This design comes from an exercise in tuning for small area on the open sky130 flow, not from production work.
The RTL was checked by simulation tests, not by an equivalence proof against the original design.
Power figures rest on the tool's default switching activity, not on a simulated workload.

Setup of red:
==> flow/design.v <==
package radar_pkg;
  localparam int word_w = 32;
  localparam int param_bus_w = 4 * word_w;
  localparam int prf_count_w = 2 * word_w;
  localparam logic [word_w-1:0] chirp_count_max_init = 32'h0000_0dff;
  localparam logic [word_w-1:0] chirp_tuning_coef_init = 32'h0000_0001;
  localparam logic [word_w-1:0] chirp_freq_offset_init = 32'h0000_0b00;
  localparam logic [word_w-1:0] chirp_ctrl_word_init = 32'h0000_0020;
  localparam logic [word_w-1:0] prf_int_init = 32'h0000_0000;
  localparam logic [word_w-1:0] prf_frac_init = 32'h1d4c_0000;
  localparam logic [word_w-1:0] adc_sample_count_init = 32'h0000_01fe;
  typedef enum logic [2:0] {
    idle      = 3'b000,
    active    = 3'b001,
    chirp     = 3'b011,
    collect   = 3'b010,
    process1  = 3'b110,
    process2  = 3'b111,
    overhead1 = 3'b101,
    overhead2 = 3'b100
  } gen_state_t;
endpackage
`timescale 1ns/1ps
module param_sync #(
  parameter int width = 32,
  parameter logic [width-1:0] reset_value = '0
) (
  input  logic              aclk,
  input  logic              force_init,
  input  logic [width-1:0]  din,
  output logic [width-1:0]  dout
);
  logic [width-1:0] din_r;
  logic [width-1:0] din_rr;
  always_ff @(posedge aclk) begin
    din_r  <= din;
    din_rr <= din_r;
    dout   <= force_init ? reset_value : din_rr;
  end
endmodule
`timescale 1ns/1ps
module pulse_timers (
  input  logic                               aclk,
  input  logic                               aresetn,
  input  logic                               recent_reset,
  input  logic                               chirp_ready,
  input  logic [radar_pkg::word_w-1:0]       prf_int,
  input  logic [radar_pkg::word_w-1:0]       prf_frac,
  input  logic [radar_pkg::word_w-1:0]       adc_count,
  input  radar_pkg::gen_state_t              state,
  output logic                               prf_done,
  output logic                               collect_done
);
  logic [radar_pkg::word_w-1:0] prf_int_r, prf_int_rr, prf_int_rrr;
  logic [radar_pkg::word_w-1:0] prf_frac_r, prf_frac_rr, prf_frac_rrr;
  logic [radar_pkg::word_w-1:0] adc_r, adc_rr, adc_rrr;
  always_ff @(posedge aclk) begin
    prf_int_r    <= prf_int;
    prf_int_rr   <= prf_int_r;
    prf_int_rrr  <= prf_int_rr;
    prf_frac_r   <= prf_frac;
    prf_frac_rr  <= prf_frac_r;
    prf_frac_rrr <= prf_frac_rr;
    adc_r        <= adc_count;
    adc_rr       <= adc_r;
    adc_rrr      <= adc_rr;
  end
  logic                                force_init;
  logic [radar_pkg::prf_count_w-1:0]   prf_next_max;
  logic [radar_pkg::word_w-1:0]        adc_next_max;
  assign force_init   = !aresetn || recent_reset;
  assign prf_next_max = force_init ? {radar_pkg::prf_int_init, radar_pkg::prf_frac_init}
                                   : {prf_int_rrr, prf_frac_rrr};
  assign adc_next_max = force_init ? radar_pkg::adc_sample_count_init : adc_rrr;
  logic [radar_pkg::prf_count_w-1:0] prf_count;
  logic [radar_pkg::word_w-1:0]      collect_count;
  logic is_idle, is_active, is_collect, leave_idle;
  assign is_idle    = (state == radar_pkg::idle);
  assign is_active  = (state == radar_pkg::active);
  assign is_collect = (state == radar_pkg::collect);
  assign leave_idle = is_idle && chirp_ready;
  assign prf_done     = (prf_count == '0);
  assign collect_done = (collect_count[radar_pkg::word_w-1:1] == '0);
  logic prf_load, prf_dec, collect_load, collect_dec;
  assign prf_load     = !aresetn || !(is_active || leave_idle);
  assign prf_dec      = is_active && !prf_done;
  assign collect_load = !aresetn || (is_idle && !chirp_ready) || state[2];
  assign collect_dec  = is_collect && (collect_count != '0);
  always_ff @(posedge aclk) begin
    prf_count <= prf_load ? prf_next_max : prf_count - prf_dec;
  end
  always_ff @(posedge aclk) begin
    collect_count <= collect_load ? adc_next_max : collect_count - collect_dec;
  end
endmodule
`timescale 1ns/1ps
module pulse_sequencer (
  input  logic                   aclk,
  input  logic                   aresetn,
  input  logic                   chirp_ready,
  input  logic                   chirp_active,
  input  logic                   chirp_done,
  input  logic                   prf_done,
  input  logic                   collect_done,
  output radar_pkg::gen_state_t  state,
  output logic                   chirp_init,
  output logic                   chirp_enable,
  output logic                   adc_enable
);
  radar_pkg::gen_state_t next_state;
  always_comb begin
    next_state = state;
    case (state)
      radar_pkg::idle:      if (chirp_ready) next_state = radar_pkg::active;
      radar_pkg::active:    if (chirp_ready && prf_done) next_state = radar_pkg::chirp;
      radar_pkg::chirp:     if (chirp_done) next_state = radar_pkg::collect;
      radar_pkg::collect:   if (collect_done) next_state = radar_pkg::process1;
      radar_pkg::process1:  next_state = radar_pkg::process2;
      radar_pkg::process2:  next_state = radar_pkg::overhead1;
      radar_pkg::overhead1: next_state = radar_pkg::overhead2;
      default:              next_state = radar_pkg::idle;
    endcase
  end
  always_ff @(posedge aclk) begin
    if (!aresetn) begin
      state        <= radar_pkg::idle;
      chirp_enable <= 1'b0;
      chirp_init   <= 1'b0;
      adc_enable   <= 1'b0;
    end else begin
      state        <= next_state;
      chirp_enable <= (state == radar_pkg::chirp);
      chirp_init   <= (state == radar_pkg::chirp) && !chirp_active && !chirp_enable;
      adc_enable   <= (state == radar_pkg::chirp) || (state == radar_pkg::collect);
    end
  end
endmodule
`timescale 1ns/1ps
module radar_pulse_controller (
  input  logic                               aclk,
  input  logic                               aresetn,
  input  logic                               chirp_ready,
  input  logic                               chirp_active,
  input  logic                               chirp_done,
  input  logic [radar_pkg::word_w-1:0]       chirp_time_int,
  input  logic [radar_pkg::word_w-1:0]       chirp_time_frac,
  input  logic [radar_pkg::word_w-1:0]       adc_sample_time,
  input  logic [radar_pkg::param_bus_w-1:0]  chirp_parameters_in,
  output logic [radar_pkg::param_bus_w-1:0]  chirp_parameters_out,
  output logic                               chirp_init,
  output logic                               chirp_enable,
  output logic                               adc_enable
);
  logic [2:0] reset_hist;
  always_ff @(posedge aclk) begin
    reset_hist <= {reset_hist[1:0], !aresetn};
  end
  radar_pkg::gen_state_t gen_state;
  logic prf_done;
  logic collect_done;
  param_sync #(
    .width(radar_pkg::param_bus_w),
    .reset_value({radar_pkg::chirp_ctrl_word_init, radar_pkg::chirp_freq_offset_init,
                  radar_pkg::chirp_tuning_coef_init, radar_pkg::chirp_count_max_init})
  ) param_sync_i (
    .aclk       (aclk),
    .force_init (!aresetn || reset_hist[0] || reset_hist[1]),
    .din        (chirp_parameters_in),
    .dout       (chirp_parameters_out)
  );
  pulse_timers pulse_timers_i (
    .aclk          (aclk),
    .aresetn       (aresetn),
    .recent_reset  (|reset_hist),
    .chirp_ready   (chirp_ready),
    .prf_int       (chirp_time_int),
    .prf_frac      (chirp_time_frac),
    .adc_count     (adc_sample_time),
    .state         (gen_state),
    .prf_done      (prf_done),
    .collect_done  (collect_done)
  );
  pulse_sequencer pulse_sequencer_i (
    .aclk          (aclk),
    .aresetn       (aresetn),
    .chirp_ready   (chirp_ready),
    .chirp_active  (chirp_active),
    .chirp_done    (chirp_done),
    .prf_done      (prf_done),
    .collect_done  (collect_done),
    .state         (gen_state),
    .chirp_init    (chirp_init),
    .chirp_enable  (chirp_enable),
    .adc_enable    (adc_enable)
  );
endmodule
clock: 4.0 ns
lec_check: 0
cap_margin: 20
core_margin: 2
core_utilization: 65
slew_margin: 20
standard.sh (not shown) runs the stock make flow with config.mk's settings and CLKGATE_MAP_FILE= SYNTH_SCRIPT=/design/flow/synth_recipe.tcl, a recipe that flattens the netlist after the stock synthesis.
==> flow/flow/run.sh <==
#!/bin/bash
# Standard layout with two changes, set through ORFS's own variables:
#  - every port is buffered by the smallest buffer (sky130_fd_sc_hd__buf_1)
#    instead of the one buffer_ports picks itself;
#  - the clock tree clusters up to 20 flip-flops per clkbuf_8 leaf buffer and inserts
#    no dummy loads.
set -euo pipefail
export BUFFER_PORTS_ARGS="-buffer_cell sky130_fd_sc_hd__buf_1"
export CTS_ARGS="-sink_clustering_enable -repair_clock_nets -dont_use_dummy_load -buf_list {sky130_fd_sc_hd__clkbuf_8} -sink_clustering_size 20 -sink_clustering_max_diameter 80"
bash standard.sh > standard_flow.log 2>&1
red: no failed stages, no open violations at the end
Edits applied to the flow inputs when going from red to blue:
# red
export LEC_CHECK = 0
export CAP_MARGIN = 20
export CORE_MARGIN = 2
export CORE_UTILIZATION = 65
export SLEW_MARGIN = 20
create_clock -name core_clock -period 4.0 [get_ports {aclk}]
# blue
export LEC_CHECK = 0
export CAP_MARGIN = 20
export CORE_MARGIN = 2
export CORE_UTILIZATION = 65
export CTS_BUF_LIST = sky130_fd_sc_hd__clkbuf_4 sky130_fd_sc_hd__clkbuf_8
export SLEW_MARGIN = 20
create_clock -name core_clock -period 4.0 [get_ports {aclk}]
==> flow/flow/run.sh <==
#!/bin/bash
# Standard layout, with every port buffered by the smallest buffer
# (sky130_fd_sc_hd__buf_1) instead of the one buffer_ports picks itself.
set -euo pipefail
export BUFFER_PORTS_ARGS="-buffer_cell sky130_fd_sc_hd__buf_1"
bash standard.sh > standard_flow.log 2>&1
Sort blue and red by part of the power in the clock network, ascending, and red comes first. NOTE: final area in blue exceeds that of red. The setup slack of blue is larger than that of red. From red to blue the numbers moved as follows: met2 usage higher, CTS clock-pin slew for the worst setup and hold paths lower, sequential fraction of design power lower.
## Diff of input files: green against blue
==> flow/run.sh (new file) <==
#!/bin/bash
# synth_recipe.tcl (not shown) runs the flow's synth.tcl, then flattens the netlist and writes it again
# the make line also repeats each setting of config.mk as NAME=value (left out here)
make -C /OpenROAD-flow-scripts/flow DESIGN_CONFIG=/design/flow/config.mk WORK_HOME=/design/flow/orfs CLKGATE_MAP_FILE= SYNTH_SCRIPT=/design/flow/synth_recipe.tcl finish
removed: flow/flow/run.sh
removed: flow/standard.sh
Results
blue → green: total power consumption of the routed design rose by about 1.4%; fraction of power spent switching nets has decreased. Compared with blue, green shows first-pass GRT wire length that has gone up by a little under 10%. Comparing green and blue, count of clock-buffer cells in the layout is lower on blue.

[afterwards: timing with drivers on the ports]
No port has a modelled driver above. Below, the same layouts with a new extraction and two added sets of constraints. Step 1 (the two cells are an assumption about what drives the block):
set clk [get_ports {aclk}]
set_driving_cell -lib_cell sky130_fd_sc_hd__clkbuf_16 $clk
set_driving_cell -lib_cell sky130_fd_sc_hd__buf_2 [delete_from_list [all_inputs] $clk]
Step 2, shift: input delay + t, output delay - t, t = (earliest + latest rising clock arrival at the registers) / 2. This alone moves slack from input paths to output paths. Three values: no drivers, after step 1, after step 2; two values: the first two.
run | shift t [ns] | slack for setup (ns) | worst setup path at the end | worst register clock-pin slew, ns
red | 0.627 | 0.227 / 0.227 / 0.227 | register to register | 0.12 / 0.12
blue | 0.673 | 0.242 / 0.242 / 0.242 | register to register | 0.07 / 0.07
green | 0.683 | 0.286 / 0.286 / 0.286 | register to register | 0.07 / 0.07
After both steps setup and hold are still met in every run listed.
